From an optimization exercise on the open Yosys and OpenROAD flow, aimed at small area, a short achievable clock period and few clock cycles per item; shortcuts taken in it are not production practice. Only simulation tests tie the RTL to the original design; equivalence was not proved.

File: flow/flow/run.sh
#!/bin/bash
set -euo pipefail
bash standard.sh SETUP_SLACK_MARGIN=7 finish > standard_make.log 2>&1
File: flow/standard.sh
#!/bin/bash
# synth_recipe.tcl (not shown) runs the flow's synth.tcl, then flattens the netlist and writes it again
# the make line also repeats each setting of config.mk as NAME=value (left out here)
make -C /OpenROAD-flow-scripts/flow DESIGN_CONFIG=/design/flow/config.mk WORK_HOME=/design/flow/orfs CLKGATE_MAP_FILE= SYNTH_SCRIPT=/design/flow/synth_recipe.tcl "${@:-finish}"
File: flow/config.mk
export PLATFORM = sky130hd
export DESIGN_NAME = xtea3_block_cipher_unit
export DESIGN_NICKNAME = xtea3_block_cipher_unit
export VERILOG_FILES = /design/flow/design.v
export SDC_FILE = /design/flow/constraint.sdc
export NUM_CORES = 4
export LEC_CHECK = 0
export CAP_MARGIN = 30
export CORE_MARGIN = 2
export CORE_UTILIZATION = 45
export PLACE_DENSITY = 0.6
export SLEW_MARGIN = 30
File: flow/constraint.sdc
create_clock -name core_clock -period 10.5 [get_ports {clk_i}]
set_input_delay 2.1000 -clock core_clock [delete_from_list [all_inputs] [get_ports {clk_i}]]
set_output_delay 2.1000 -clock core_clock [all_outputs]
set_load 0.01 [all_outputs]
File: flow/design.v
`default_nettype none
package xtea3_pkg;
  typedef logic [31:0]  word_t;
  typedef logic [127:0] block_t;    
  typedef logic [255:0] key_t;      
  localparam word_t Delta = 32'h9E37_79B9;
  localparam logic [2:0] CFG_KEY_0_1 = 3'd0;
  localparam logic [2:0] CFG_KEY_2_3 = 3'd1;
  localparam logic [2:0] CFG_KEY_4_5 = 3'd2;
  localparam logic [2:0] CFG_KEY_6_7 = 3'd3;
  localparam logic [2:0] CFG_ROUNDS  = 3'd4;
  function automatic word_t rotl(word_t v, logic [4:0] s);
    logic [63:0] t;
    t = {v, v} << s;
    rotl = t[63:32];
  endfunction
  function automatic word_t sel4(logic [127:0] k, logic [1:0] i);
    case (i)
      2'd0: sel4 = k[31:0];
      2'd1: sel4 = k[63:32];
      2'd2: sel4 = k[95:64];
      default: sel4 = k[127:96];
    endcase
  endfunction
endpackage
`default_nettype wire
`default_nettype none
module xtea3_mix_rot (
  input  xtea3_pkg::word_t     x_i,
  input  xtea3_pkg::key_t      key_i,
  input  wire logic [1:0]      sel_i,
  output xtea3_pkg::word_t     rot_hi_o,
  output xtea3_pkg::word_t     rot_lo_o
);
  assign rot_hi_o = xtea3_pkg::rotl(xtea3_pkg::sel4(key_i[255:128], sel_i), x_i[4:0]);
  assign rot_lo_o = xtea3_pkg::rotl(xtea3_pkg::sel4(key_i[127:0], sel_i), x_i[31:27]);
endmodule
module xtea3_mix_sum (
  input  xtea3_pkg::word_t     x_i,
  input  xtea3_pkg::word_t     rot_hi_i,
  input  xtea3_pkg::word_t     rot_lo_i,
  input  xtea3_pkg::word_t     p_i,
  input  xtea3_pkg::word_t     s_i,
  output xtea3_pkg::word_t     mix_o
);
  assign mix_o = ((x_i << 4) + rot_hi_i) ^ (p_i + s_i) ^ ((x_i >> 5) + rot_lo_i);
endmodule
`default_nettype wire
`default_nettype none
module xtea3_block_cipher_unit (
  input  wire logic        clk_i,
  input  wire logic        rst_ni,
  input  wire logic        cfg_valid_i,
  output logic             cfg_ready_o,
  input  wire logic [2:0]  cfg_index_i,
  input  wire logic [63:0] cfg_data_i,
  input  wire logic        start,
  output logic             busy,
  input  wire logic        cmd_i,
  input  wire logic [31:0] in_word0_i,
  input  wire logic [31:0] in_word1_i,
  input  wire logic [31:0] in_word2_i,
  input  wire logic [31:0] in_word3_i,
  output logic             done_o,
  output logic [31:0]      out_word0_o,
  output logic [31:0]      out_word1_o,
  output logic [31:0]      out_word2_o,
  output logic [31:0]      out_word3_o
);
  localparam xtea3_pkg::word_t DeltaR0  = 32'(64'(xtea3_pkg::Delta) * 64'd96);
  localparam xtea3_pkg::word_t NegDelta = -xtea3_pkg::Delta;
  xtea3_pkg::key_t  key_q;
  logic [7:0]       rounds_q;
  xtea3_pkg::word_t dr_q;          
  logic             calc_q;        
  logic [3:0]       calc_n;        
  logic             busy_q, done_q;
  xtea3_pkg::block_t out_q;        
  logic             a_val, a_calc, a_dec;
  logic             a_fin;         
  logic [7:0]       a_cnt;         
  logic [1:0]       a_wp;          
  logic [1:0]       a_selx, a_sely;    
  xtea3_pkg::block_t a_w;
  xtea3_pkg::word_t a_tau;         
  logic             b_val, b_calc, b_dec, b_white, b_zero;
  logic [7:0]       b_cnt;
  logic [1:0]       b_wp, b_kidx;
  xtea3_pkg::block_t b_w;
  xtea3_pkg::word_t b_tau;
  xtea3_pkg::word_t b_rhx, b_rlx, b_rhy, b_rly;
  logic             c_val, c_calc, c_dec, c_fin;
  logic [7:0]       c_cnt;
  logic [1:0]       c_wp;
  xtea3_pkg::block_t c_w;
  xtea3_pkg::word_t c_tau;         
  xtea3_pkg::word_t c_mx, c_my;    
  logic             cfg_we, rounds_we;
  logic             slot_free, ld, accept;
  xtea3_pkg::word_t k4, k5, k6, k7;
  assign k4 = key_q[159:128];
  assign k5 = key_q[191:160];
  assign k6 = key_q[223:192];
  assign k7 = key_q[255:224];
  assign cfg_ready_o = 1'b1;
  assign cfg_we      = cfg_valid_i;
  assign rounds_we   = cfg_we && (cfg_index_i == xtea3_pkg::CFG_ROUNDS);
  assign slot_free = !a_calc && (!a_val || a_fin);
  assign ld        = slot_free || rounds_we;
  assign busy      = busy_q;
  assign accept    = start && !busy_q;
  assign done_o    = done_q;
  always_ff @(posedge clk_i) begin
    if (!rst_ni) begin
      key_q    <= '0;
      rounds_q <= 8'd96;
    end else if (cfg_we) begin
      case (cfg_index_i)
        xtea3_pkg::CFG_KEY_0_1: key_q[63:0]    <= cfg_data_i;
        xtea3_pkg::CFG_KEY_2_3: key_q[127:64]  <= cfg_data_i;
        xtea3_pkg::CFG_KEY_4_5: key_q[191:128] <= cfg_data_i;
        xtea3_pkg::CFG_KEY_6_7: key_q[255:192] <= cfg_data_i;
        xtea3_pkg::CFG_ROUNDS:  rounds_q       <= cfg_data_i[7:0];
        default: ;
      endcase
    end
  end
  xtea3_pkg::word_t rhx, rlx, rhy, rly;
  logic             a_white, calc_end, calc_d;
  xtea3_mix_rot u_rot_x (
    .x_i      (a_w[63:32]),
    .key_i    (key_q),
    .sel_i    (a_selx),
    .rot_hi_o (rhx),
    .rot_lo_o (rlx)
  );
  xtea3_mix_rot u_rot_y (
    .x_i      (a_w[127:96]),
    .key_i    (key_q),
    .sel_i    (a_sely),
    .rot_hi_o (rhy),
    .rot_lo_o (rly)
  );
  assign a_white  = (a_wp != 2'd0) && (!a_dec || a_cnt == 8'd0);
  assign calc_end = calc_q && a_calc && (calc_n == 4'd7);
  assign calc_d   = rounds_we || (calc_q && !calc_end);
  always_ff @(posedge clk_i) begin
    if (rounds_we) begin
      calc_n <= 4'd0;
    end else if (calc_q && a_calc) begin
      calc_n <= calc_n + 4'd1;
    end
  end
  always_ff @(posedge clk_i) begin
    if (!rst_ni) begin
      dr_q <= DeltaR0;
    end else if (calc_end) begin
      dr_q <= a_tau;
    end
  end
  xtea3_pkg::block_t blk_load;
  assign blk_load = cmd_i ? {in_word3_i ^ k7, in_word0_i ^ k4, in_word1_i ^ k5, in_word2_i ^ k6}
                          : {in_word0_i, in_word3_i, in_word2_i, in_word1_i};
  always_ff @(posedge clk_i or negedge rst_ni) begin
    if (!rst_ni) begin
      calc_q <= 1'b0;
      busy_q <= 1'b0;
      b_val  <= 1'b0;
      b_calc <= 1'b0;
      c_val  <= 1'b0;
      c_calc <= 1'b0;
    end else begin
      calc_q <= calc_d;
      busy_q <= calc_d || c_calc || (c_val && !c_fin);
      if (ld) begin
        b_val  <= accept;
        b_calc <= rounds_we;
      end else begin
        b_val  <= a_val && !a_fin;
        b_calc <= a_calc && !calc_end;
      end
      c_val  <= b_val;
      c_calc <= b_calc && !rounds_we;
    end
  end
  always_ff @(posedge clk_i) begin
    if (slot_free) begin
      b_w <= blk_load;
    end else begin
      b_w <= a_w;
    end
    b_rhx <= rhx;
    b_rlx <= rlx;
    b_rhy <= rhy;
    b_rly <= rly;
    if (ld) begin
      b_white <= 1'b1;
      b_kidx  <= 2'd0;
      b_wp    <= 2'd2;
      b_zero  <= 1'b1;
      if (rounds_we) begin
        b_dec <= 1'b0;
        b_tau <= '0;
        b_cnt <= cfg_data_i[7:0];
      end else begin
        b_dec <= cmd_i;
        b_tau <= cmd_i ? dr_q : NegDelta;
        b_cnt <= rounds_q;
      end
    end else begin
      b_white <= a_white;
      b_kidx  <= {a_dec, a_dec ^ a_wp[0]};
      b_wp    <= a_white ? a_wp - 2'd1 : a_wp;
      b_zero  <= 1'b0;
      b_dec   <= a_dec;
      b_tau   <= a_tau;
      b_cnt   <= (!a_calc && !a_white && a_cnt != 8'd0) ? a_cnt - 8'd1 : a_cnt;
    end
  end
  xtea3_pkg::word_t mix_x, mix_y;
  xtea3_pkg::word_t r1b, r3b;
  xtea3_pkg::word_t sig_t, sig_u;    
  xtea3_pkg::word_t tau_a, tau_b, tau_next;
  assign r1b = b_w[63:32];
  assign r3b = b_w[127:96];
  assign sig_t = r3b ^ b_tau ^ NegDelta;
  assign sig_u = ((r3b & b_tau) | (r3b & NegDelta) | (b_tau & NegDelta)) << 1;
  assign tau_a    = b_calc ? {b_tau[30:0], 1'b0} : b_tau;
  assign tau_b    = b_calc ? (b_cnt[7] ? xtea3_pkg::Delta : '0)
                  : b_zero ? '0
                           : (b_dec ? NegDelta : xtea3_pkg::Delta);
  assign tau_next = tau_a + tau_b;
  xtea3_mix_sum u_sum_x (
    .x_i      (r1b),
    .rot_hi_i (b_rhx),
    .rot_lo_i (b_rlx),
    .p_i      (sig_t),
    .s_i      (sig_u),
    .mix_o    (mix_x)
  );
  xtea3_mix_sum u_sum_y (
    .x_i      (r3b),
    .rot_hi_i (b_rhy),
    .rot_lo_i (b_rly),
    .p_i      (r1b),
    .s_i      (b_tau),
    .mix_o    (mix_y)
  );
  xtea3_pkg::word_t ka, kb;
  assign ka = b_zero ? '0 : xtea3_pkg::sel4(key_q[127:0], b_kidx);
  assign kb = b_zero ? '0 : xtea3_pkg::sel4(key_q[127:0], b_kidx ^ 2'd2);
  always_ff @(posedge clk_i) begin
    c_w     <= b_w;
    c_mx    <= b_white ? (b_dec ? ka : kb) : mix_x;
    c_my    <= b_white ? (b_dec ? kb : ka) : mix_y;
    c_dec   <= b_dec;
    c_tau   <= tau_next;
    c_cnt   <= b_calc ? {b_cnt[6:0], 1'b0} : b_cnt;
    c_wp    <= b_wp;
    c_fin   <= (b_cnt == 8'd0) && (b_wp == 2'd0);
  end
  xtea3_pkg::word_t r0, r1, r2, r3;
  xtea3_pkg::word_t m1, m3;
  logic [32:0]      s1, s3;
  assign r0 = c_w[31:0];
  assign r1 = c_w[63:32];
  assign r2 = c_w[95:64];
  assign r3 = c_w[127:96];
  assign m1 = c_dec ? c_mx : c_my;
  assign m3 = c_dec ? c_my : c_mx;
  assign s1 = {r2, c_dec} + {m1 ^ {32{c_dec}}, c_dec};
  assign s3 = {r0, c_dec} + {m3 ^ {32{c_dec}}, c_dec};
  always_ff @(posedge clk_i or negedge rst_ni) begin
    if (!rst_ni) begin
      a_val  <= 1'b0;
      a_calc <= 1'b0;
      a_fin  <= 1'b0;
      done_q <= 1'b0;
    end else begin
      a_val  <= c_val;
      a_calc <= c_calc && !rounds_we;
      a_fin  <= c_val && c_fin;
      done_q <= a_val && a_fin;
    end
  end
  always_ff @(posedge clk_i) begin
    a_w    <= {s3[32:1], r3, s1[32:1], r1};
    a_selx <= c_tau[1:0] - 2'd1;
    a_sely <= c_tau[12:11];
    a_tau  <= c_tau;
    a_dec  <= c_dec;
    a_cnt  <= c_cnt;
    a_wp   <= c_wp;
  end
  always_ff @(posedge clk_i) begin
    out_q[31:0]   <= a_dec ? a_w[127:96] : a_w[31:0]   ^ k4;
    out_q[63:32]  <= a_dec ? a_w[95:64]  : a_w[63:32]  ^ k5;
    out_q[95:64]  <= a_dec ? a_w[63:32]  : a_w[95:64]  ^ k6;
    out_q[127:96] <= a_dec ? a_w[31:0]   : a_w[127:96] ^ k7;
  end
  assign out_word0_o = out_q[31:0];
  assign out_word1_o = out_q[63:32];
  assign out_word2_o = out_q[95:64];
  assign out_word3_o = out_q[127:96];
endmodule
`default_nettype wire
==> results_dict.tcl, run 1 <==
set metrics [dict create \
    outcome "complete, no violations" \
    final-setup-viol-count 0 \
    timing.final.crit_period_ps 3650 \
    cp_slowest_cell "or4b_1" \
    dp_hpwl_mm 214 \
    synthFlopType "dfxtp_1" \
    core-area_um2 137000 \
    worstPathMaxFanout 14 \
    finalSetupTns_ps 0 \
    pin_count 331 \
    hold_path.class "reg2reg" \
    crit_path_frequent_cell "a21o_1" \
    cts_tree "yes" \
    ys_seq_elements 1150 \
    drt-total-wl_mm 273 \
    clk_pin_slew_ps 60 \
    finClkSkew_ps 28.0 \
    period_share_pct 34.8 \
    synth_fa_ha_area_share_pct 6.18 \
    synth_common_cells "1,302 x nand2_1, 1,140 x dfxtp_1, 694 x o21ai_0, 569 x xnor2_1, 320 x mux4_2" \
    synth_compound_area_share_pct 15.8 \
    r2r_start "c_dec$_DFF_P_" \
    synthArstFlopShare_pct 0.870 \
    netlist_instances 6663 \
    min_path_cells 0 \
    drcViolationCount 0 \
    synth_top_family_by_area "multiplexers" \
    clock_sinks 1150 \
    ctsHtreeMaxLevel 4 \
    hold_buffers 0 \
    numPortBuffers 329 \
    synth_top_area_share_pct 36.6 \
    dr.pass1.iters 8 \
    crit_path_cell_trace "buf_16, mux2i_2, ha_4, a21o_1, a21o_1, a21oi_4, o21ai_0, o21a_2, o311ai_4, buf_12, a21oi_1, or4b_1, a31oi_2, xnor2_1" \
    ant_nets 0 \
    syn_to_final_growth_pct 18.9 \
    antenna_found_initial 44 \
    cts_root_buf "clkbuf_16" \
    holdWs_ps 306 \
    min_to "a_w[66]$_DFF_P_" \
    cpPeakStageDelay_ps 490 \
    worstMarginPinSlew_ps 1180 \
    max-cap-violations 0 \
    wl_per_cell_um 30.9 \
    fin_util_pct 54.0 \
    critPathKind "reg2reg" \
    max-clock-path-buffers 3 \
    min-delay-start "c_w[98]$_DFF_P_" \
    die_w_um 376 \
    slew_violations 0 \
    placed_cell_area_um2 67500 \
    critPathLaunchType "register" \
    track_usage_pct 37.7 \
    synth_xor_area_share_pct 9.27 \
    crit_family "compound AO/OA/AOI/OAI gates" \
    fin_area_um2 74200 \
    critPathRequiredTime_ps 11190 \
    syn_avg_cell_area_um2 9.36 \
    grt_max_degree 206 \
    ys_types 77 \
    rr_worst_depth 14 \
    ff2ff_setup_slack_ps 6850 \
    seq_area_frac_synth_pct 37.0 \
    yosys.area.top_type "dfxtp_1" \
    relSlewSlack_pct 21.4 \
    yosysMostFrequentCell "nand2_1" \
    drtIter0Drc 5518 \
    routed_via_density 6.01 \
    end_kind "register" \
    rsz0062_at_grt "true" \
    nets 7414 \
    num_rows 136 \
    die-area_um2 142000 \
    grt_pass1_wl_mm 375 \
    clk_latency_ps 780 \
    fmax_mhz 274 \
    drive_gt1_share_pct 15.4 \
    dr_total_vias 53059 \
    muxShareOfSynthArea_pct 16.9 \
    synth_area_leaders "dfxtp_1 37%, mux4_2 12%, xnor2_1 8.0%" \
    chipHeight_um 376 \
    synth_nets 7167 \
    gp_congestion 1.04 \
    synth_simple_gate_area_share_pct 11.7 \
    initial_utilization_pct 45.4 \
    worstPathArrival_ps 4350 \
    syn-cell-area_um2 62400 \
    rr_endpoint "a_w[62]$_DFF_P_" \
    final-hold-violation-count 0 \
    grt-ovfl-total 0 \
    synth_edf_count 0 \
    grt_pass1_vias 48845 \
    yosysWarningCount 2 \
    numCtsBuffers 132 \
    path_buf_inv 2 \
]
flip-flops by register name, indices dropped and copies added, names as in the netlist, 32 cells and up:
register,count
key_q,256
c_w,128
c_my,32
c_mx,32
b_rhx,32
b_rhy,32
a_tau,32
b_w,128
b_tau,32
a_w,128
b_rlx,32
c_tau,32
out_q,128
b_rly,32
dr_q,32
how the worst max path moves through the flow:
stage,startpoint,end,slack (ps),cells past startpoint
final,c_dec$_DFF_P_,a_w[62]$_DFF_P_,6850,14
after global routing,c_dec$_DFF_P_,a_w[62]$_DFF_P_,6810,14
after floorplan,b_calc$_DFF_PN0_,c_tau[30]$_DFF_P_,6960,14
after detailed placement,c_dec$_DFF_P_,a_w[62]$_DFF_P_,5680,13
after CTS,c_dec$_DFF_P_,a_w[62]$_DFF_P_,6810,14
after global placement,c_dec$_DFF_P_,a_w[125]$_DFF_P_,5600,14
stage by stage:
step | setup slack [ps] | instances
final | 6850 | 8831
after detailed placement | 5680 | 8506
after CTS | 6810 | 8771
after global placement | 5600 | 8503
after floorplan | 6960 | 6663
after global routing | 6810 | 8813
per-layer routing:
| metal | vias up | GRT usage, % | wire length (um) |
|---|---|---|---|
| met4 | 14 | 16.4 | 13800 |
| met2 | 2513 | 55.1 | 114000 |
| met1 | 26091 | 51.1 | 116000 |
| li1 | 23976 | - | - |
| met3 | 465 | 11.4 | 28900 |
| met5 | - | 0.652 | 107 |
final cells by class:
cell class                      instances  area (um^2)
Antenna cell                           24         60.1
Timing Repair Buffer                  485         4790
Clock inverter                         53          782
Timing Repair inverter                  1         7.51
Clock buffer                          184         3870
Inverter                              154          588
Sequential cell                      1150        23200
Fill cell                           12444        63300
Tap cell                             1794         2240
Multi-Input combinational cell       4986        38700
repair_timing:
item,4_1_cts,5_1_grt
pin swaps,35,54
gates cloned,4,3
gates resized for setup,406,177
setup buffers,24,32
endpoints found under the setup margin,386,122
placed cells by master, fill, tap and decap left out, types with 28 or more instances in the layout:
cell and n:
buf_4 115, mux2_2 89, nand2_1 1299, inv_1 150, dfxtp_1 1079, clkdlybuf4s15_1 32, dlygate4sd2_1 66, o21ai_0 663
nor2b_1 30, xnor2_1 554, clkdlybuf4s50_1 196, clkbuf_16 141, a21boi_0 282, nor3_1 35, xor2_1 80, dfxtp_2 41
nor2_1 172, mux2i_1 224, a21oi_1 233, nand3_1 68, a21o_1 112, a21oi_2 28, ha_1 270, mux4_2 320
nand2b_1 29, o21bai_1 29
kinds of logic after synthesis:
group	count (synthesis)
XOR/XNOR	654
AND/OR/NAND/NOR	1772
adder cells (fa/ha/maj)	304
other	1
flip-flops	1150
buffers and inverters	527
AO/OA/AOI/OAI	1614
multiplexers	641
Testbench counts, summed over its fixed seeds: cycles 86,024, blocks 960.
==> run 2: changes to the inputs <==
==> flow/flow/run.sh (replaced) <==
#!/bin/bash
set -euo pipefail
bash standard.sh SETUP_SLACK_MARGIN=6.8 finish > standard_make.log 2>&1
--- a/flow/config.mk
+++ b/flow/config.mk
@@ -5,8 +5,8 @@
 export SDC_FILE = /design/flow/constraint.sdc
 export NUM_CORES = 4
 export LEC_CHECK = 0
-export CAP_MARGIN = 30
+export CAP_MARGIN = 15
 export CORE_MARGIN = 2
 export CORE_UTILIZATION = 45
 export PLACE_DENSITY = 0.6
-export SLEW_MARGIN = 30
+export SLEW_MARGIN = 15
==> results_dict.tcl, run 2 <==
set metrics [dict create \
    netlist_instances 6663 \
    fmax_mhz 269 \
    finClkSkew_ps 36.5 \
    ant_nets 0 \
    dr.pass1.iters 6 \
    synth_common_cells "1,302 x nand2_1, 1,140 x dfxtp_1, 694 x o21ai_0, 569 x xnor2_1, 320 x mux4_2" \
    layout_commonest_cell "nand2_1" \
    antenna_found_initial 53 \
    synth_area_leaders "dfxtp_1 37%, mux4_2 12%, xnor2_1 8.0%" \
    final-hold-violation-count 0 \
    synthArstFlopShare_pct 0.870 \
    grt_pass1_vias 48522 \
    synthFlopType "dfxtp_1" \
    wl_per_cell_um 30.8 \
    max-cap-violations 0 \
    numCtsBuffers 132 \
    initial_utilization_pct 45.4 \
    ctsHtreeMaxLevel 4 \
    largest_reg_flops 256 \
    pin_count 331 \
    yosys.area.top_type "dfxtp_1" \
    syn_avg_cell_area_um2 9.36 \
    ys_seq_elements 1150 \
    holdWs_ps 321 \
    drcViolationCount 0 \
    critPathRequiredTime_ps 11210 \
    clock_sinks 1150 \
    crit_family "compound AO/OA/AOI/OAI gates" \
    chipHeight_um 376 \
    critPathKind "reg2reg" \
    worstPathMaxFanout 10 \
    clk_pin_slew_ps 60 \
    ys_types 77 \
    syn-cell-area_um2 62400 \
    die_w_um 376 \
    period_share_pct 35.4 \
    clk_latency_ps 790 \
    end_kind "register" \
    hold_buffers 0 \
    crit_path_cell_trace "buf_12, nor2_1, a21oi_1, ha_1, a21o_1, a21oi_1, a2bb2oi_1, a211o_1, o21ai_1, o21ai_2, o31a_1, o2111ai_1, a21oi_1, xnor2_1" \
    finalSetupTns_ps 0 \
    final-setup-viol-count 0 \
    gp_congestion 1.04 \
    cts_tree "yes" \
    hold_path.class "reg2reg" \
    dp_hpwl_mm 213 \
    cpPeakStageDelay_ps 520 \
    crit_path_frequent_cell "a21oi_1" \
    drive_gt1_share_pct 12.9 \
    num_rows 136 \
    timing.final.crit_period_ps 3720 \
    core-area_um2 137000 \
    grt_max_degree 161 \
    synth_nets 7167 \
    numPortBuffers 329 \
    grt-ovfl-total 0 \
    synth_top_area_share_pct 36.6 \
    cts_root_buf "clkbuf_16" \
    largest_register "key_q" \
    outcome "complete, no violations" \
    rsz0062_at_grt "true" \
    syn_to_final_growth_pct 16.5 \
    nets 7363 \
    max-clock-path-buffers 3 \
    die-area_um2 142000 \
    drtIter0Drc 6117 \
    layout_common_cells "1,300 x nand2_1, 1,090 x dfxtp_1, 672 x o21ai_0, 560 x xnor2_1, 320 x mux4_2" \
    path_buf_inv 1 \
    fin_util_pct 52.9 \
    yosysMostFrequentCell "nand2_1" \
    dr_total_vias 52909 \
    slew_violations 0 \
    grt_pass1_wl_mm 372 \
    fin_ws_ps 6780 \
    yosysWarningCount 2 \
    drt-total-wl_mm 270 \
    seq_area_frac_synth_pct 37.0 \
    worstMarginPinSlew_ps 1120 \
    relSlewSlack_pct 23.2 \
    routed_via_density 6.03 \
    synth_edf_count 0 \
    track_usage_pct 37.4 \
    cp_slowest_cell "a2bb2oi_1" \
    critPathLaunchType "register" \
    worstPathArrival_ps 4430 \
    pre_cts_slack_ps 5710 \
]
## run 2: kinds of logic after synthesis
group           synth area share, %
xor+xnor                       9.27
fa+ha+maj                      6.18
buf+inv                        3.20
compound gates                 15.8
mux                            16.9
flops                          37.0
other cells                 0.00601
simple gates                   11.7
## run 2: worst reg2reg max path, stage by stage, from the launching register on
cell and delay, ps:
dfxtp_4 430, buf_12 150, nor2_1 50, a21oi_1 160, ha_1 330, a21o_1 210
a21oi_1 200, a2bb2oi_1 520, a211o_1 210, o21ai_1 130, o21ai_2 310, o31a_1 430
o2111ai_1 190, a21oi_1 210, xnor2_1 130
## run 2: cell type report
class                      instances  area [um^2]
tap                             1794         2240
clock buffer                     184         3830
multi-input combinational       4986        38000
sequential                      1150        23200
fill                           12720        64800
antenna                           23         57.6
inverter                         154          582
timing repair buffer             435         4150
clock inverter                    51          683
## run 2: worst paths after layout
| check | startpoint | end | slack, ps | depth (start not counted) |
|---|---|---|---|---|
| setup / recovery | c_dec$_DFF_P_ | a_w[126]$_DFF_P_ | 6780 | 14 |
| max in group asynchronous | rst_ni | b_calc$_DFF_PN0_ | 8230 | 1 |
| hold reg to reg | c_tau[21]$_DFF_P_ | a_tau[21]$_DFF_P_ | 320 | 0 |
| hold / removal | c_tau[21]$_DFF_P_ | a_tau[21]$_DFF_P_ | 320 | 0 |
| min in group asynchronous | rst_ni | done_q$_DFF_PN0_ | 1530 | 1 |
| setup reg to reg | c_dec$_DFF_P_ | a_w[126]$_DFF_P_ | 6780 | 14 |
## run 2: timing repair
action                                  in CTS  in global routing
pin swaps                                   10                 22
setup buffers                               11                  8
gates resized for setup                    238                 79
gates cloned                                 2                  2
endpoints found under the hold margin        0                  0
endpoints found under the setup margin     325                125
## run 2: stage by stage
| stage | instance area (um^2) | cells |
|---|---|---|
| CTS | 72200 | 8744 |
| finish | 72700 | 8777 |
| floorplan | 62400 | 6663 |
| global placement | 67300 | 8496 |
| detailed placement | 67300 | 8496 |
| global route | 72600 | 8760 |
## run 2: per-layer routing
metal  track usage (%)  share of wire, %  wire length (um)  up-vias
li1                  -                 -                 -    23885
met1              51.0                42            113000    25966
met2              54.4                42            114000     2566
met3              10.5                11             29700      464
met4              17.8               5.1             13700       28
met5                 0             0.067               182        -
==> run 3: changes to the inputs <==
--- a/flow/design.v
+++ b/flow/design.v
@@ -29,11 +29,13 @@
   input  xtea3_pkg::word_t     x_i,
   input  xtea3_pkg::key_t      key_i,
   input  wire logic [1:0]      sel_i,
+  input  wire logic            plain_i,
   output xtea3_pkg::word_t     rot_hi_o,
   output xtea3_pkg::word_t     rot_lo_o
 );
   assign rot_hi_o = xtea3_pkg::rotl(xtea3_pkg::sel4(key_i[255:128], sel_i), x_i[4:0]);
-  assign rot_lo_o = xtea3_pkg::rotl(xtea3_pkg::sel4(key_i[127:0], sel_i), x_i[31:27]);
+  assign rot_lo_o = xtea3_pkg::rotl(xtea3_pkg::sel4(key_i[127:0], sel_i),
+                                    x_i[31:27] & {5{!plain_i}});
 endmodule
 module xtea3_mix_sum (
   input  xtea3_pkg::word_t     x_i,
@@ -75,9 +77,9 @@
   logic             calc_q;        
   logic [3:0]       calc_n;        
   logic             busy_q, done_q;
-  xtea3_pkg::block_t out_q;        
   logic             a_val, a_calc, a_dec;
   logic             a_fin;         
+  logic             a_white;       
   logic [7:0]       a_cnt;         
   logic [1:0]       a_wp;          
   logic [1:0]       a_selx, a_sely;    
@@ -85,10 +87,10 @@
   xtea3_pkg::word_t a_tau;         
   logic             b_val, b_calc, b_dec, b_white, b_zero;
   logic [7:0]       b_cnt;
-  logic [1:0]       b_wp, b_kidx;
+  logic [1:0]       b_wp;
   xtea3_pkg::block_t b_w;
   xtea3_pkg::word_t b_tau;
-  xtea3_pkg::word_t b_rhx, b_rlx, b_rhy, b_rly;
+  xtea3_pkg::word_t b_rhx, b_rlx, b_rhy, b_rly;    
   logic             c_val, c_calc, c_dec, c_fin;
   logic [7:0]       c_cnt;
   logic [1:0]       c_wp;
@@ -126,11 +128,12 @@
     end
   end
   xtea3_pkg::word_t rhx, rlx, rhy, rly;
-  logic             a_white, calc_end, calc_d;
+  logic             calc_end, calc_d;
   xtea3_mix_rot u_rot_x (
     .x_i      (a_w[63:32]),
     .key_i    (key_q),
     .sel_i    (a_selx),
+    .plain_i  (a_white),
     .rot_hi_o (rhx),
     .rot_lo_o (rlx)
   );
@@ -138,10 +141,10 @@
     .x_i      (a_w[127:96]),
     .key_i    (key_q),
     .sel_i    (a_sely),
+    .plain_i  (a_white),
     .rot_hi_o (rhy),
     .rot_lo_o (rly)
   );
-  assign a_white  = (a_wp != 2'd0) && (!a_dec || a_cnt == 8'd0);
   assign calc_end = calc_q && a_calc && (calc_n == 4'd7);
   assign calc_d   = rounds_we || (calc_q && !calc_end);
   always_ff @(posedge clk_i) begin
@@ -189,13 +192,19 @@
     end else begin
       b_w <= a_w;
     end
-    b_rhx <= rhx;
-    b_rlx <= rlx;
-    b_rhy <= rhy;
-    b_rly <= rly;
+    if (slot_free) begin
+      b_rhx <= a_dec ? a_w[127:96] : a_w[31:0]   ^ k4;
+      b_rlx <= a_dec ? a_w[95:64]  : a_w[63:32]  ^ k5;
+      b_rhy <= a_dec ? a_w[63:32]  : a_w[95:64]  ^ k6;
+      b_rly <= a_dec ? a_w[31:0]   : a_w[127:96] ^ k7;
+    end else begin
+      b_rhx <= rhx;
+      b_rlx <= rlx;
+      b_rhy <= rhy;
+      b_rly <= rly;
+    end
     if (ld) begin
       b_white <= 1'b1;
-      b_kidx  <= 2'd0;
       b_wp    <= 2'd2;
       b_zero  <= 1'b1;
       if (rounds_we) begin
@@ -209,7 +218,6 @@
       end
     end else begin
       b_white <= a_white;
-      b_kidx  <= {a_dec, a_dec ^ a_wp[0]};
       b_wp    <= a_white ? a_wp - 2'd1 : a_wp;
       b_zero  <= 1'b0;
       b_dec   <= a_dec;
@@ -247,8 +255,8 @@
     .mix_o    (mix_y)
   );
   xtea3_pkg::word_t ka, kb;
-  assign ka = b_zero ? '0 : xtea3_pkg::sel4(key_q[127:0], b_kidx);
-  assign kb = b_zero ? '0 : xtea3_pkg::sel4(key_q[127:0], b_kidx ^ 2'd2);
+  assign ka = b_zero ? '0 : b_rlx;
+  assign kb = b_zero ? '0 : b_rly;
   always_ff @(posedge clk_i) begin
     c_w     <= b_w;
     c_mx    <= b_white ? (b_dec ? ka : kb) : mix_x;
@@ -283,24 +291,23 @@
       done_q <= a_val && a_fin;
     end
   end
+  logic       white_next;
+  logic [1:0] kidx_next;
+  assign white_next = (c_wp != 2'd0) && (!c_dec || c_cnt == 8'd0);
+  assign kidx_next  = {c_dec, c_dec ^ c_wp[0]};
   always_ff @(posedge clk_i) begin
-    a_w    <= {s3[32:1], r3, s1[32:1], r1};
-    a_selx <= c_tau[1:0] - 2'd1;
-    a_sely <= c_tau[12:11];
+    a_w     <= {s3[32:1], r3, s1[32:1], r1};
+    a_white <= white_next;
+    a_selx  <= white_next ? kidx_next : c_tau[1:0] - 2'd1;
+    a_sely  <= white_next ? kidx_next ^ 2'd2 : c_tau[12:11];
     a_tau  <= c_tau;
     a_dec  <= c_dec;
     a_cnt  <= c_cnt;
     a_wp   <= c_wp;
   end
-  always_ff @(posedge clk_i) begin
-    out_q[31:0]   <= a_dec ? a_w[127:96] : a_w[31:0]   ^ k4;
-    out_q[63:32]  <= a_dec ? a_w[95:64]  : a_w[63:32]  ^ k5;
-    out_q[95:64]  <= a_dec ? a_w[63:32]  : a_w[95:64]  ^ k6;
-    out_q[127:96] <= a_dec ? a_w[31:0]   : a_w[127:96] ^ k7;
-  end
-  assign out_word0_o = out_q[31:0];
-  assign out_word1_o = out_q[63:32];
-  assign out_word2_o = out_q[95:64];
-  assign out_word3_o = out_q[127:96];
+  assign out_word0_o = b_rhx;
+  assign out_word1_o = b_rlx;
+  assign out_word2_o = b_rhy;
+  assign out_word3_o = b_rly;
 endmodule
 `default_nettype wire
==> flow/flow/run.sh (replaced) <==
#!/bin/bash
set -euo pipefail
bash standard.sh SETUP_SLACK_MARGIN=7 "BUFFER_PORTS_ARGS=-buffer_cell sky130_fd_sc_hd__buf_2" finish > standard_make.log 2>&1
--- a/flow/config.mk
+++ b/flow/config.mk
@@ -5,8 +5,10 @@
 export SDC_FILE = /design/flow/constraint.sdc
 export NUM_CORES = 4
 export LEC_CHECK = 0
-export CAP_MARGIN = 15
+export CAP_MARGIN = 30
 export CORE_MARGIN = 2
 export CORE_UTILIZATION = 45
+export CTS_CLUSTER_DIAMETER = 120
+export CTS_CLUSTER_SIZE = 22
 export PLACE_DENSITY = 0.6
-export SLEW_MARGIN = 15
+export SLEW_MARGIN = 30
==> results_dict.tcl, run 3 <==
set metrics [dict create \
    outcome "complete, no violations" \
    min_to "a_w[70]$_DFF_P_" \
    drive_gt1_share_pct 17.9 \
    ctsHtreeMaxLevel 2 \
    largest_reg_flops 256 \
    chipHeight_um 372 \
    clk_latency_ps 720 \
    synth_top_area_share_pct 33.2 \
    final-setup-viol-count 0 \
    finClkSkew_ps 40.0 \
    synthFlopType "dfxtp_1" \
    slew_violations 0 \
    yosysMostFrequentCell "nand2_1" \
    fmax_mhz 281 \
    timing.final.crit_period_ps 3560 \
    holdWs_ps 320 \
    worstPathMaxFanout 162 \
    drt-total-wl_mm 264 \
    nets 7352 \
    clock_sinks 1023 \
    gp_congestion 1.06 \
    finalSetupTns_ps 0 \
    synth_nets 7256 \
    rr_worst_depth 8 \
    dp_hpwl_mm 208 \
    fin_cells 8648 \
    track_usage_pct 36.8 \
    ant_nets 0 \
    critPathRequiredTime_ps 11050 \
    syn_to_final_growth_pct 10.1 \
    yosysWarningCount 2 \
    die_w_um 372 \
    drtIter0Drc 6599 \
    relSlewSlack_pct 30.3 \
    die-area_um2 138000 \
    synthArstFlopShare_pct 0.978 \
    min_path_cells 0 \
    final.fill_count 12848 \
    grt_pass1_vias 47981 \
    critPathKind "in2reg" \
    ys_types 100 \
    layout_commonest_cell "nand2_1" \
    netlist_instances 6753 \
    layout_common_cells "1,044 x nand2_1, 877 x dfxtp_1, 552 x xnor2_1, 423 x nor2_1, 391 x a21oi_1" \
    rr_endpoint "b_rhy[25]$_DFF_P_" \
    worstPathArrival_ps 4120 \
    drcViolationCount 0 \
    ys_seq_elements 1023 \
    syn-cell-area_um2 61000 \
    dr_total_vias 53281 \
    wl_per_cell_um 30.5 \
    met3WireLength_mm 28.8 \
    dp_cells 8517 \
    numCtsBuffers 53 \
    synth_edf_count 0 \
    top_layer "met5" \
    hold_path.class "reg2reg" \
    syn_avg_cell_area_um2 9.03 \
    max-cap-violations 0 \
    antenna_found_initial 31 \
    core-area_um2 135000 \
    grt-ovfl-total 0 \
    ff2ff_setup_slack_ps 6970 \
    grt_max_degree 204 \
    cts_tree "yes" \
    yosys.area.top_type "dfxtp_1" \
    end_kind "register" \
    worstMarginPinSlew_ps 1050 \
    seq_area_frac_synth_pct 33.7 \
    grt_pass1_wl_mm 362 \
    final-hold-violation-count 0 \
    cts_root_buf "clkbuf_16" \
    max-clock-path-buffers 3 \
    wl_met1_mm 110 \
    dr.pass1.iters 5 \
    wl_met2_mm 110 \
    numPortBuffers 329 \
    synth_common_cells "1,046 x nand2_1, 1,013 x dfxtp_1, 560 x xnor2_1, 426 x nor2_1, 400 x a21oi_1" \
    period_share_pct 33.9 \
    synth_area_leaders "dfxtp_1 33%, mux4_2 9.5%, xnor2_1 8.0%" \
    num_rows 135 \
    rsz0062_at_grt "true" \
    routed_via_density 6.16 \
    pin_count 331 \
    largest_register "key_q" \
    r2r_start "a_sely[1]$_DFF_P_" \
    initial_utilization_pct 45.2 \
    min-delay-start "c_w[102]$_DFF_P_" \
    multi_input_area_um2 39100 \
    clk_pin_slew_ps 100 \
    ff_latch_area_um2 20800 \
    critPathLaunchType "input pin" \
]
-- run 3: cell types whose count changed in the layout (fill, tap and decap cells not counted), moves of 213 or more --
cell     change
nand2_1    -256
o21ai_0    -314
dfxtp_1    -213
nor2_1     +249
buf_2      +319
-- run 3: final cells by class --
| cell class | instances | share of cell area [%] |
|---|---|---|
| flip-flops and latches | 1023 | 31.0 |
| diodes | 6 | 0.0224 |
| well taps | 1781 | 3.32 |
| inverters | 143 | 0.803 |
| clock buffers | 62 | 2.09 |
| multi-input cells | 5186 | 58.3 |
| clock inverters | 5 | 0.0745 |
| repair buffers | 442 | 4.39 |
-- run 3: timing repair --
| action | in CTS | in global routing |
|---|---|---|
| gates cloned | 5 | 1 |
| resized for setup | 239 | 110 |
| pin swaps | 17 | 38 |
| endpoints found under the hold margin | 0 | 0 |
| buffers inserted | 25 | 27 |
| hold buffers | 0 | 0 |
| endpoints found under the setup margin | 288 | 121 |
-- run 3: kinds of logic after synthesis --
kind of cell             Yosys count  share of synthesized area, %
AND/OR/NAND/NOR                 1806                          12.4
XOR/XNOR                         653                          9.54
flip-flops                      1023                          33.7
adder cells (fa/ha/maj)          303                          6.30
buffers and inverters            546                          3.58
other                              1                       0.00615
multiplexers                     709                          17.2
AO/OA/AOI/OAI                   1712                          17.3
-- run 3: per-stage QoR --
stage          setup slack (ps)  area (um^2)  utilization, %
2_1_floorplan              7010        61000               -
3_5_place_dp               5960        63900            47.3
3_3_place_gp               5980        63800            47.3
6_report                   6940        67100            49.8
5_1_grt                    6950        67100            49.7
4_1_cts                    6960        66400            49.2
-- run 3: worst max-delay path by stage --
stage	start	endpoint	slack (ps)	cells after the start
2_1_floorplan	b_zero$_DFF_P_	c_tau[30]$_DFF_P_	7010	12
3_3_place_gp	b_tau[0]$_DFF_P_	c_mx[23]$_DFF_P_	5980	15
3_5_place_dp	c_dec$_DFF_P_	a_w[127]$_DFF_P_	5960	13
4_1_cts	b_tau[10]$_DFF_P_	c_mx[23]$_DFF_P_	6960	13
5_1_grt	b_w[97]$_DFF_P_	c_mx[21]$_DFF_P_	6950	16
6_report	cmd_i	b_w[51]$_DFF_P_	6940	4
-- run 3: critical path, stage by stage --
cell	delay, ps
clkbuf_8	350
buf_16	390
o21ai_0	890
o21ai_0	180
-- run 3: routing by layer --
metal	track usage [%]	vias up
li1	-	23991
met1	51.6	26000
met2	54.0	2851
met3	7.43	435
met4	17.2	4
met5	0	-
Testbench counts of run 3, summed over its fixed seeds: cycles 86,024, blocks 960.
==> run 4: changes to the inputs <==
==> flow/flow/run.sh (replaced) <==
#!/bin/bash
set -euo pipefail
bash standard.sh SETUP_SLACK_MARGIN=7 finish > standard_make.log 2>&1
==> results_dict.tcl, run 4 <==
set metrics [dict create \
    synth_edf_count 0 \
    cts_tree "yes" \
    drive_gt1_share_pct 15.8 \
    ctsHtreeMaxLevel 2 \
    worstPathMaxFanout 7 \
    rsz0062_at_grt "true" \
    drtIter0Drc 7077 \
    finalSetupTns_ps 0 \
    cp_slowest_cell "dfrtp_2" \
    dr_total_vias 53495 \
    fin_cells 8721 \
    critPathLaunchType "register" \
    final-hold-violation-count 0 \
    critPathRequiredTime_ps 11120 \
    routed_via_density 6.13 \
    layout_commonest_cell "nand2_1" \
    critPathKind "reg2reg" \
    drt-total-wl_mm 260 \
    synth_top_area_share_pct 33.2 \
    synthArstFlopShare_pct 0.978 \
    outcome "complete, no violations" \
    numCtsBuffers 55 \
    netlist_instances 6753 \
    numPortBuffers 329 \
    core-area_um2 135000 \
    initial_utilization_pct 45.2 \
    die-area_um2 138000 \
    dp_hpwl_mm 202 \
    track_usage_pct 36.3 \
    chipHeight_um 372 \
    grt_pass1_vias 48489 \
    grt_pass1_wl_mm 358 \
    max-cap-violations 0 \
    largest_register "key_q" \
    ys_seq_elements 1023 \
    ys_types 100 \
    grt-ovfl-total 0 \
    nets 7417 \
    yosysWarningCount 2 \
    clk_pin_slew_ps 100 \
    syn_to_final_growth_pct 14.2 \
    finClkSkew_ps 50.8 \
    largest_reg_flops 256 \
    dr.pass1.iters 8 \
    end_kind "register" \
    yosysMostFrequentCell "nand2_1" \
    cts_root_buf "clkbuf_16" \
    clock_sinks 1023 \
    final-setup-viol-count 0 \
    synth_nets 7256 \
    slew_violations 0 \
    antenna_found_initial 40 \
    wl_per_cell_um 29.8 \
    dp_cells 8518 \
    worstMarginPinSlew_ps 1020 \
    relSlewSlack_pct 31.8 \
    seq_area_frac_synth_pct 33.7 \
    syn-cell-area_um2 61000 \
    crit_family "compound AO/OA/AOI/OAI gates" \
    num_rows 135 \
    max-clock-path-buffers 3 \
    gp_congestion 0.992 \
    yosys.area.top_type "dfxtp_1" \
    synth_common_cells "1,046 x nand2_1, 1,013 x dfxtp_1, 560 x xnor2_1, 426 x nor2_1, 400 x a21oi_1" \
    hold_buffers 0 \
    pin_count 331 \
    synth_area_leaders "dfxtp_1 33%, mux4_2 9.5%, xnor2_1 8.0%" \
    clk_latency_ps 730 \
    timing.final.crit_period_ps 3600 \
    synthFlopType "dfxtp_1" \
    syn_avg_cell_area_um2 9.03 \
    drcViolationCount 0 \
    crit_path_frequent_cell "buf_12" \
    path_buf_inv 3 \
    die_w_um 372 \
    period_share_pct 34.3 \
    fmax_mhz 278 \
    grt_max_degree 193 \
    layout_common_cells "1,043 x nand2_1, 842 x dfxtp_1, 558 x xnor2_1, 420 x nor2_1, 387 x a21oi_1" \
    crit_path_cell_trace "buf_12, buf_12, o31ai_4, buf_12, ha_1, and3_4, nand3_1, o31a_1, a41o_1, o311ai_4, a21oi_2, o31ai_2, a21oi_1, xnor2_1" \
    worstPathArrival_ps 4220 \
    ant_nets 0 \
    cpPeakStageDelay_ps 460 \
    hold_path.class "reg2reg" \
]
run 4: cell counts after synthesis:
Identical to the previous run, type by type.
run 4: logic make-up after synthesis:
logic type      after synthesis  synth area share [%]
compound gates             1712                  17.3
fa+ha+maj                   303                  6.30
simple gates               1806                  12.4
other cells                   1               0.00615
xor+xnor                    653                  9.54
flops                      1023                  33.7
buf+inv                     546                  3.58
mux                         709                  17.2
run 4: cell type report:
| cell class | instances | area [um^2] |
|---|---|---|
| fill | 12550 | 65300 |
| multi-input combinational | 5185 | 39400 |
| sequential | 1023 | 21000 |
| timing repair buffer | 506 | 4920 |
| tap | 1781 | 2230 |
| clock buffer | 63 | 1430 |
| inverter | 143 | 549 |
| clock inverter | 10 | 123 |
| antenna | 10 | 25.0 |
run 4: path summary, 6_finish.rpt:
check / end / cells past startpoint / slack, ps / start
max in group asynchronous: b_calc$_DFF_PN0_ / 1 / 8670 / rst_ni
min in group asynchronous: c_calc$_DFF_PN0_ / 1 / 1400 / rst_ni
setup reg to reg: c_tau[30]$_DFF_P_ / 14 / 6900 / b_calc$_DFF_PN0_
setup / recovery: c_tau[30]$_DFF_P_ / 14 / 6900 / b_calc$_DFF_PN0_
hold / removal: a_w[73]$_DFF_P_ / 0 / 320 / c_w[105]$_DFF_P_
hold reg to reg: a_w[73]$_DFF_P_ / 0 / 320 / c_w[105]$_DFF_P_
run 4: worst register-to-register path: cells and delay by family, from the launching register on:
family / cells / cell delay, ps
AOI/OAI and AO/OA: 7 / 1860
adders and majority gates: 1 / 230
and+or+nand+nor: 2 / 310
DFF: 1 / 460
xor gates and xnor gates: 1 / 140
buffers and inverters: 3 / 540
run 4: timing repair:
| item | CTS | global route |
|---|---|---|
| gates resized for setup | 668 | 158 |
| pin swaps | 15 | 44 |
| cloned | 2 | 3 |
| buffers inserted | 76 | 39 |
| endpoints found under the setup margin | 696 | 306 |
run 4: layer usage:
| metal | part of all wire [%] | wire [um] | track usage (%) |
|---|---|---|---|
| met5 | 0.027 | 69 | 0 |
| met4 | 5.0 | 13100 | 14.8 |
| met3 | 10 | 26500 | 5.64 |
| met2 | 42 | 109000 | 53.1 |
| met1 | 43 | 112000 | 53.0 |
run 4: metrics by stage:
stage,utilization (%),instance area [um^2],setup WS [ps],hold slack [ps]
after floorplan,-,61000,7010,310
after global placement,48.5,65500,5660,310
after detailed placement,48.5,65500,5740,312
after CTS,50.9,68600,6950,306
after global routing,51.6,69600,6840,324
final,51.6,69600,6900,320
==> run 5: changes to the inputs <==
==> flow/flow/run.sh (replaced) <==
#!/bin/bash
set -euo pipefail
bash standard.sh SETUP_SLACK_MARGIN=7 "BUFFER_PORTS_ARGS=-buffer_cell sky130_fd_sc_hd__buf_2" finish > standard_make.log 2>&1
--- a/flow/config.mk
+++ b/flow/config.mk
@@ -5,10 +5,10 @@
 export SDC_FILE = /design/flow/constraint.sdc
 export NUM_CORES = 4
 export LEC_CHECK = 0
-export CAP_MARGIN = 30
+export CAP_MARGIN = 15
 export CORE_MARGIN = 2
 export CORE_UTILIZATION = 45
 export CTS_CLUSTER_DIAMETER = 120
 export CTS_CLUSTER_SIZE = 22
 export PLACE_DENSITY = 0.6
-export SLEW_MARGIN = 30
+export SLEW_MARGIN = 15
==> results_dict.tcl, run 5 <==
set metrics [dict create \
    netlist_instances 6753 \
    grt-ovfl-total 0 \
    cts_root_buf "clkbuf_16" \
    dp_cells 8515 \
    ant_nets 0 \
    die-area_um2 138000 \
    track_usage_pct 36.8 \
    grt_max_degree 208 \
    largest_register "key_q" \
    hold_path.class "reg2reg" \
    placed_cell_area_um2 63800 \
    synthFlopType "dfxtp_1" \
    dr_total_vias 53446 \
    numPortBuffers 329 \
    layout_common_cells "1,044 x nand2_1, 876 x dfxtp_1, 552 x xnor2_1, 423 x nor2_1, 389 x a21oi_1" \
    hold_buffers 0 \
    critPathLaunchType "register" \
    relSlewSlack_pct 16.3 \
    dr.pass1.iters 5 \
    rsz0062_at_grt "true" \
    grt_pass1_wl_mm 362 \
    yosys.area.top_type "dfxtp_1" \
    finalSetupTns_ps 0 \
    cts_tree "yes" \
    seq_area_frac_synth_pct 33.7 \
    core-area_um2 135000 \
    syn-cell-area_um2 61000 \
    max-cap-violations 0 \
    period_share_pct 34.0 \
    ff_latch_area_um2 20800 \
    die_w_um 372 \
    drtIter0Drc 6474 \
    layout_commonest_cell "nand2_1" \
    ys_seq_elements 1023 \
    critPathRequiredTime_ps 11080 \
    max-clock-path-buffers 3 \
    chipHeight_um 372 \
    initial_utilization_pct 45.2 \
    syn_avg_cell_area_um2 9.03 \
    grt_pass1_vias 48110 \
    timing.final.crit_period_ps 3570 \
    drcViolationCount 0 \
    drt-total-wl_mm 265 \
    final-hold-violation-count 0 \
    yosysMostFrequentCell "nand2_1" \
    clk_pin_slew_ps 100 \
    largest_reg_flops 256 \
    numCtsBuffers 53 \
    drive_gt1_share_pct 18.4 \
    ys_types 100 \
    synth_top_area_share_pct 33.2 \
    num_rows 135 \
    clock_sinks 1023 \
    antenna_found_initial 31 \
    critPathKind "reg2reg" \
    worstPathMaxFanout 7 \
    end_kind "register" \
    synthArstFlopShare_pct 0.978 \
    synth_area_leaders "dfxtp_1 33%, mux4_2 9.5%, xnor2_1 8.0%" \
    gp_congestion 1.06 \
    yosysWarningCount 2 \
    dp_hpwl_mm 207 \
    ctsHtreeMaxLevel 2 \
    clk_latency_ps 730 \
    slew_violations 0 \
    syn_to_final_growth_pct 10.7 \
    routed_via_density 6.16 \
    final.fill_count 12728 \
    synth_edf_count 0 \
    holdWs_ps 314 \
    fin_cells 8671 \
    worstMarginPinSlew_ps 1240 \
    pin_count 331 \
    worstPathArrival_ps 4150 \
    multi_input_area_um2 39300 \
    nets 7375 \
    fmax_mhz 280 \
    wl_per_cell_um 30.6 \
    outcome "complete, no violations" \
    synth_common_cells "1,046 x nand2_1, 1,013 x dfxtp_1, 560 x xnor2_1, 426 x nor2_1, 400 x a21oi_1" \
    synth_nets 7256 \
    finClkSkew_ps 44.7 \
    final-setup-viol-count 0 \
    fin_area_um2 67500 \
]
-- run 5: area by class of cell --
cell class	instances	area share (%)
Sequential cell	1023	30.8
Clock inverter	8	0.204
Antenna cell	6	0.0222
Timing Repair Buffer	465	4.69
Tap cell	1781	3.30
Inverter	143	0.804
Clock buffer	59	2.00
Multi-Input combinational cell	5186	58.1
-- run 5: per-stage QoR --
stage          setup WS [ps]  utilization, %
4_1_cts                 6960            49.3
6_report                6930            50.0
2_1_floorplan           7010               -
3_5_place_dp            5930            47.3
3_3_place_gp            5980            47.3
5_1_grt                 6810            50.0
-- run 5: path summary, 6_finish.rpt --
kind                                   from           endpoint  slack, ps  depth (start not counted)
max                        b_calc$_DFF_PN0_  c_tau[17]$_DFF_P_       6930                         13
min                        c_w[102]$_DFF_P_    a_w[70]$_DFF_P_        310                          0
max reg2reg                b_calc$_DFF_PN0_  c_tau[17]$_DFF_P_       6930                         13
min reg2reg                c_w[102]$_DFF_P_    a_w[70]$_DFF_P_        310                          0
max in group asynchronous            rst_ni   b_calc$_DFF_PN0_       8640                          1
min in group asynchronous            rst_ni   done_q$_DFF_PN0_       1400                          1
-- run 5: logic make-up after synthesis --
logic type | after synthesis | share of synthesized area [%]
flip-flops | 1023 | 33.7
multiplexers | 709 | 17.2
XOR/XNOR | 653 | 9.54
other | 1 | 0.00615
AO/OA/AOI/OAI | 1712 | 17.3
adder cells (fa/ha/maj) | 303 | 6.30
AND/OR/NAND/NOR | 1806 | 12.4
buffers and inverters | 546 | 3.58
-- run 5: repair_timing --
action | CTS | global route
pin swaps | 16 | 52
resized for setup | 246 | 140
endpoints found under the setup margin | 291 | 143
gates cloned | 3 | 5
buffers inserted | 33 | 41
-- run 5: metal layers --
layer | vias to the layer above | part of all wire, % | track usage [%] | wire [um]
met3 | 460 | 11 | 8.13 | 29100
met1 | 26075 | 42 | 51.4 | 110000
met2 | 2856 | 42 | 54.1 | 111000
met5 | - | 0.017 | 0 | 44
met4 | 6 | 5.5 | 16.2 | 14700
li1 | 24049 | - | - | -
-- run 5: critical path, cell delays in order (launching register included) --
cell and delay [ps]:
dfrtp_2 540, clkbuf_16 240, nor3b_4 230, buf_12 170
ha_1 260, a211oi_1 360, o21ai_1 250, a21o_1 210
a21o_1 200, a21oi_1 250, o211ai_1 160, a21oi_1 290
o31ai_1 130, xor2_1 160
==> run 6: changes to the inputs <==
--- a/flow/design.v
+++ b/flow/design.v
@@ -28,13 +28,14 @@
 module xtea3_mix_rot (
   input  xtea3_pkg::word_t     x_i,
   input  xtea3_pkg::key_t      key_i,
-  input  wire logic [1:0]      sel_i,
+  input  wire logic [1:0]      sel_hi_i,   
+  input  wire logic [1:0]      sel_lo_i,   
   input  wire logic            plain_i,
   output xtea3_pkg::word_t     rot_hi_o,
   output xtea3_pkg::word_t     rot_lo_o
 );
-  assign rot_hi_o = xtea3_pkg::rotl(xtea3_pkg::sel4(key_i[255:128], sel_i), x_i[4:0]);
-  assign rot_lo_o = xtea3_pkg::rotl(xtea3_pkg::sel4(key_i[127:0], sel_i),
+  assign rot_hi_o = xtea3_pkg::rotl(xtea3_pkg::sel4(key_i[255:128], sel_hi_i), x_i[4:0]);
+  assign rot_lo_o = xtea3_pkg::rotl(xtea3_pkg::sel4(key_i[127:0], sel_lo_i),
                                     x_i[31:27] & {5{!plain_i}});
 endmodule
 module xtea3_mix_sum (
@@ -82,7 +83,7 @@
   logic             a_white;       
   logic [7:0]       a_cnt;         
   logic [1:0]       a_wp;          
-  logic [1:0]       a_selx, a_sely;    
+  logic [1:0]       a_selx_h, a_selx_l, a_sely_h, a_sely_l;
   xtea3_pkg::block_t a_w;
   xtea3_pkg::word_t a_tau;         
   logic             b_val, b_calc, b_dec, b_white, b_zero;
@@ -132,7 +133,8 @@
   xtea3_mix_rot u_rot_x (
     .x_i      (a_w[63:32]),
     .key_i    (key_q),
-    .sel_i    (a_selx),
+    .sel_hi_i (a_selx_h),
+    .sel_lo_i (a_selx_l),
     .plain_i  (a_white),
     .rot_hi_o (rhx),
     .rot_lo_o (rlx)
@@ -140,7 +142,8 @@
   xtea3_mix_rot u_rot_y (
     .x_i      (a_w[127:96]),
     .key_i    (key_q),
-    .sel_i    (a_sely),
+    .sel_hi_i (a_sely_h),
+    .sel_lo_i (a_sely_l),
     .plain_i  (a_white),
     .rot_hi_o (rhy),
     .rot_lo_o (rly)
@@ -298,8 +301,10 @@
   always_ff @(posedge clk_i) begin
     a_w     <= {s3[32:1], r3, s1[32:1], r1};
     a_white <= white_next;
-    a_selx  <= white_next ? kidx_next : c_tau[1:0] - 2'd1;
-    a_sely  <= white_next ? kidx_next ^ 2'd2 : c_tau[12:11];
+    a_selx_h <= c_tau[1:0] - 2'd1;
+    a_selx_l <= white_next ? kidx_next : c_tau[1:0] - 2'd1;
+    a_sely_h <= c_tau[12:11];
+    a_sely_l <= white_next ? kidx_next ^ 2'd2 : c_tau[12:11];
     a_tau  <= c_tau;
     a_dec  <= c_dec;
     a_cnt  <= c_cnt;
--- a/flow/config.mk
+++ b/flow/config.mk
@@ -5,10 +5,10 @@
 export SDC_FILE = /design/flow/constraint.sdc
 export NUM_CORES = 4
 export LEC_CHECK = 0
-export CAP_MARGIN = 15
+export CAP_MARGIN = 30
 export CORE_MARGIN = 2
 export CORE_UTILIZATION = 45
 export CTS_CLUSTER_DIAMETER = 120
 export CTS_CLUSTER_SIZE = 22
 export PLACE_DENSITY = 0.6
-export SLEW_MARGIN = 15
+export SLEW_MARGIN = 30
==> results_dict.tcl, run 6 <==
set metrics [dict create \
    period_share_pct 33.8 \
    cts_root_buf "clkbuf_16" \
    dr_total_vias 54081 \
    crit_path_cell_trace "clkbuf_8, mux4_2, mux2_2, o21ai_1, mux4_2, mux2i_1, nand2_1, o21ai_0" \
    synth_common_cells "1,170 x nand2_1, 1,015 x dfxtp_1, 710 x o21ai_0, 549 x xnor2_1, 445 x nor2_1" \
    cpPeakStageDelay_ps 710 \
    ctsHtreeMaxLevel 2 \
    rr_worst_depth 8 \
    num_rows 134 \
    syn-cell-area_um2 60400 \
    drive_gt1_share_pct 17.9 \
    routed_via_density 6.15 \
    multi_input_area_um2 38700 \
    syn_to_final_growth_pct 11.3 \
    synth_nets 7366 \
    worstPathArrival_ps 3960 \
    ant_nets 0 \
    synthFlopType "dfxtp_1" \
    synth_area_leaders "dfxtp_1 34%, mux4_2 9.6%, xnor2_1 8.0%" \
    max-cap-violations 0 \
    finClkSkew_ps 49.7 \
    rr_endpoint "b_rhx[22]$_DFF_P_" \
    nets 7501 \
    min_to "c_w[69]$_DFF_P_" \
    crit_family "multiplexers" \
    numPortBuffers 329 \
    synth_top_area_share_pct 33.7 \
    numCtsBuffers 54 \
    outcome "complete, no violations" \
    worstPathMaxFanout 32 \
    ff2ff_setup_slack_ps 6950 \
    dp_hpwl_mm 207 \
    drtIter0Drc 7172 \
    synthArstFlopShare_pct 0.976 \
    ff_latch_area_um2 20900 \
    fin_util_pct 50.4 \
    initial_utilization_pct 45.3 \
    grt-ovfl-total 0 \
    yosysMostFrequentCell "nand2_1" \
    hold_buffers 0 \
    critPathLaunchType "register" \
    grt_max_degree 221 \
    largest_register "key_q" \
    hold_path.class "reg2reg" \
    finalSetupTns_ps 0 \
    syn_avg_cell_area_um2 8.80 \
    cts_tree "yes" \
    pre_cts_slack_ps 5850 \
    wl_per_cell_um 29.9 \
    pin_count 331 \
    final-setup-viol-count 0 \
    timing.final.crit_period_ps 3550 \
    yosysWarningCount 2 \
    worstMarginPinSlew_ps 1130 \
    dr.pass1.iters 8 \
    clk_latency_ps 740 \
    end_kind "register" \
    path_buf_inv 1 \
    clock_sinks 1025 \
    drcViolationCount 0 \
    layout_common_cells "1,163 x nand2_1, 871 x dfxtp_1, 568 x o21ai_0, 539 x xnor2_1, 442 x nor2_1" \
    largest_reg_flops 256 \
    ys_types 86 \
    critPathKind "reg2reg" \
    netlist_instances 6863 \
    track_usage_pct 37.0 \
    final.fill_count 12642 \
    rsz0062_at_grt "true" \
    antenna_found_initial 30 \
    synth_edf_count 0 \
    drt-total-wl_mm 263 \
    yosys.area.top_type "dfxtp_1" \
    gp_congestion 1.04 \
    die-area_um2 137000 \
    chipHeight_um 370 \
    min-delay-start "b_w[69]$_DFF_P_" \
    final-hold-violation-count 0 \
    r2r_start "a_selx_h[0]$_DFF_P_" \
    holdWs_ps 303 \
    clk_pin_slew_ps 90 \
    grt_pass1_wl_mm 363 \
    die_w_um 370 \
    ys_seq_elements 1025 \
    max-clock-path-buffers 3 \
    fmax_mhz 282 \
    cp_slowest_cell "mux4_2" \
    relSlewSlack_pct 24.1 \
    fin_ws_ps 6950 \
    min_path_cells 0 \
    critPathRequiredTime_ps 10910 \
    layout_commonest_cell "nand2_1" \
    slew_violations 0 \
    seq_area_frac_synth_pct 34.1 \
    core-area_um2 133000 \
    grt_pass1_vias 48462 \
    crit_path_frequent_cell "mux4_2" \
]
[run 6: per-stage QoR]
step                      area [um^2]  instances
after floorplan                 60400       6863
final                           67200       8792
after detailed placement        63400       8618
after global placement          63300       8617
after CTS                       66200       8737
after global routing            67100       8783
[run 6: worst max-delay path by stage]
stage,start,to,slack (ps),cells after the start
3_3_place_gp,c_dec$_DFF_P_,a_w[62]$_DFF_P_,5890,12
5_1_grt,c_dec$_DFF_P_,a_w[62]$_DFF_P_,6890,12
4_1_cts,b_tau[1]$_DFF_P_,c_mx[31]$_DFF_P_,6760,16
6_report,a_selx_h[0]$_DFF_P_,b_rhx[22]$_DFF_P_,6950,8
2_1_floorplan,b_dec$_DFF_P_,c_tau[28]$_DFF_P_,6960,14
3_5_place_dp,c_dec$_DFF_P_,a_w[62]$_DFF_P_,5850,12
[run 6: repair_timing]
action	in CTS	in global routing
endpoints found under the setup margin	274	239
endpoints found under the hold margin	0	0
buffers inserted	43	38
gates cloned	4	5
resized for setup	340	188
pin swaps	29	66
[run 6: layer usage]
metal	share of wire, %	GRT usage [%]	routed length [um]
met3	11	7.29	28400
met5	0.025	0	66
met1	43	54.1	114000
met2	41	52.9	107000
met4	5.0	14.8	13200
[run 6: final cells by class]
| type | instances | area share (%) |
|---|---|---|
| multi-input combinational | 5279 | 57.7 |
| clock inverter | 8 | 0.132 |
| sequential | 1025 | 31.1 |
| clock buffer | 64 | 2.11 |
| antenna | 10 | 0.0373 |
| timing repair buffer | 491 | 4.84 |
| inverter | 146 | 0.836 |
| tap | 1768 | 3.29 |
| timing repair inverter | 1 | 0.0112 |
[run 6: cell families after synthesis]
logic type,Yosys count,share of synthesized area (%)
simple gates,1919,13.1
fa+ha+maj,303,6.37
compound gates,1823,18.2
xor+xnor,654,9.67
mux,577,15.1
flops,1025,34.1
other cells,1,0.00621
buf+inv,561,3.53
Testbench counts of run 6, summed over its fixed seeds: cycles 86,024, blocks 960.

[port drivers added, routing unchanged]
The flow's constraints put no driver on any port. The routed layouts listed below were extracted and timed again, unchanged, in two steps. Step 1 sets driving cells, clkbuf_16 on the clock port and buf_2 on the other inputs (assumed; they add their load-dependent delay and slew). Step 2 adds t to the input delays and takes it off the output delays; t is the mean of the earliest and latest rising clock arrival at the registers after step 1. Input paths then give back, and output paths get back, about the clock's delay inside the block. a / b / c = no drivers / after step 1 / after step 2; a / b = the first two.
run | t, ns | setup slack, ns | worst setup path after step 2
run 1 | 0.849 | 6.846 / 6.846 / 6.151 | input to register
run 2 | 0.853 | 6.778 / 6.778 / 6.093 | input to register
run 3 | 0.784 | 6.937 / 6.921 / 6.202 | input to register
run 4 | 0.782 | 6.901 / 6.901 / 6.317 | input to register
run 5 | 0.784 | 6.926 / 6.913 / 6.225 | input to register
run 6 | 0.789 | 6.952 / 6.914 / 6.235 | input to register
After both steps every run listed still meets setup and hold. For run 3, which loses most, drivers alone change the setup slack by -0.016 ns; drivers and shift together by -0.735 ns.
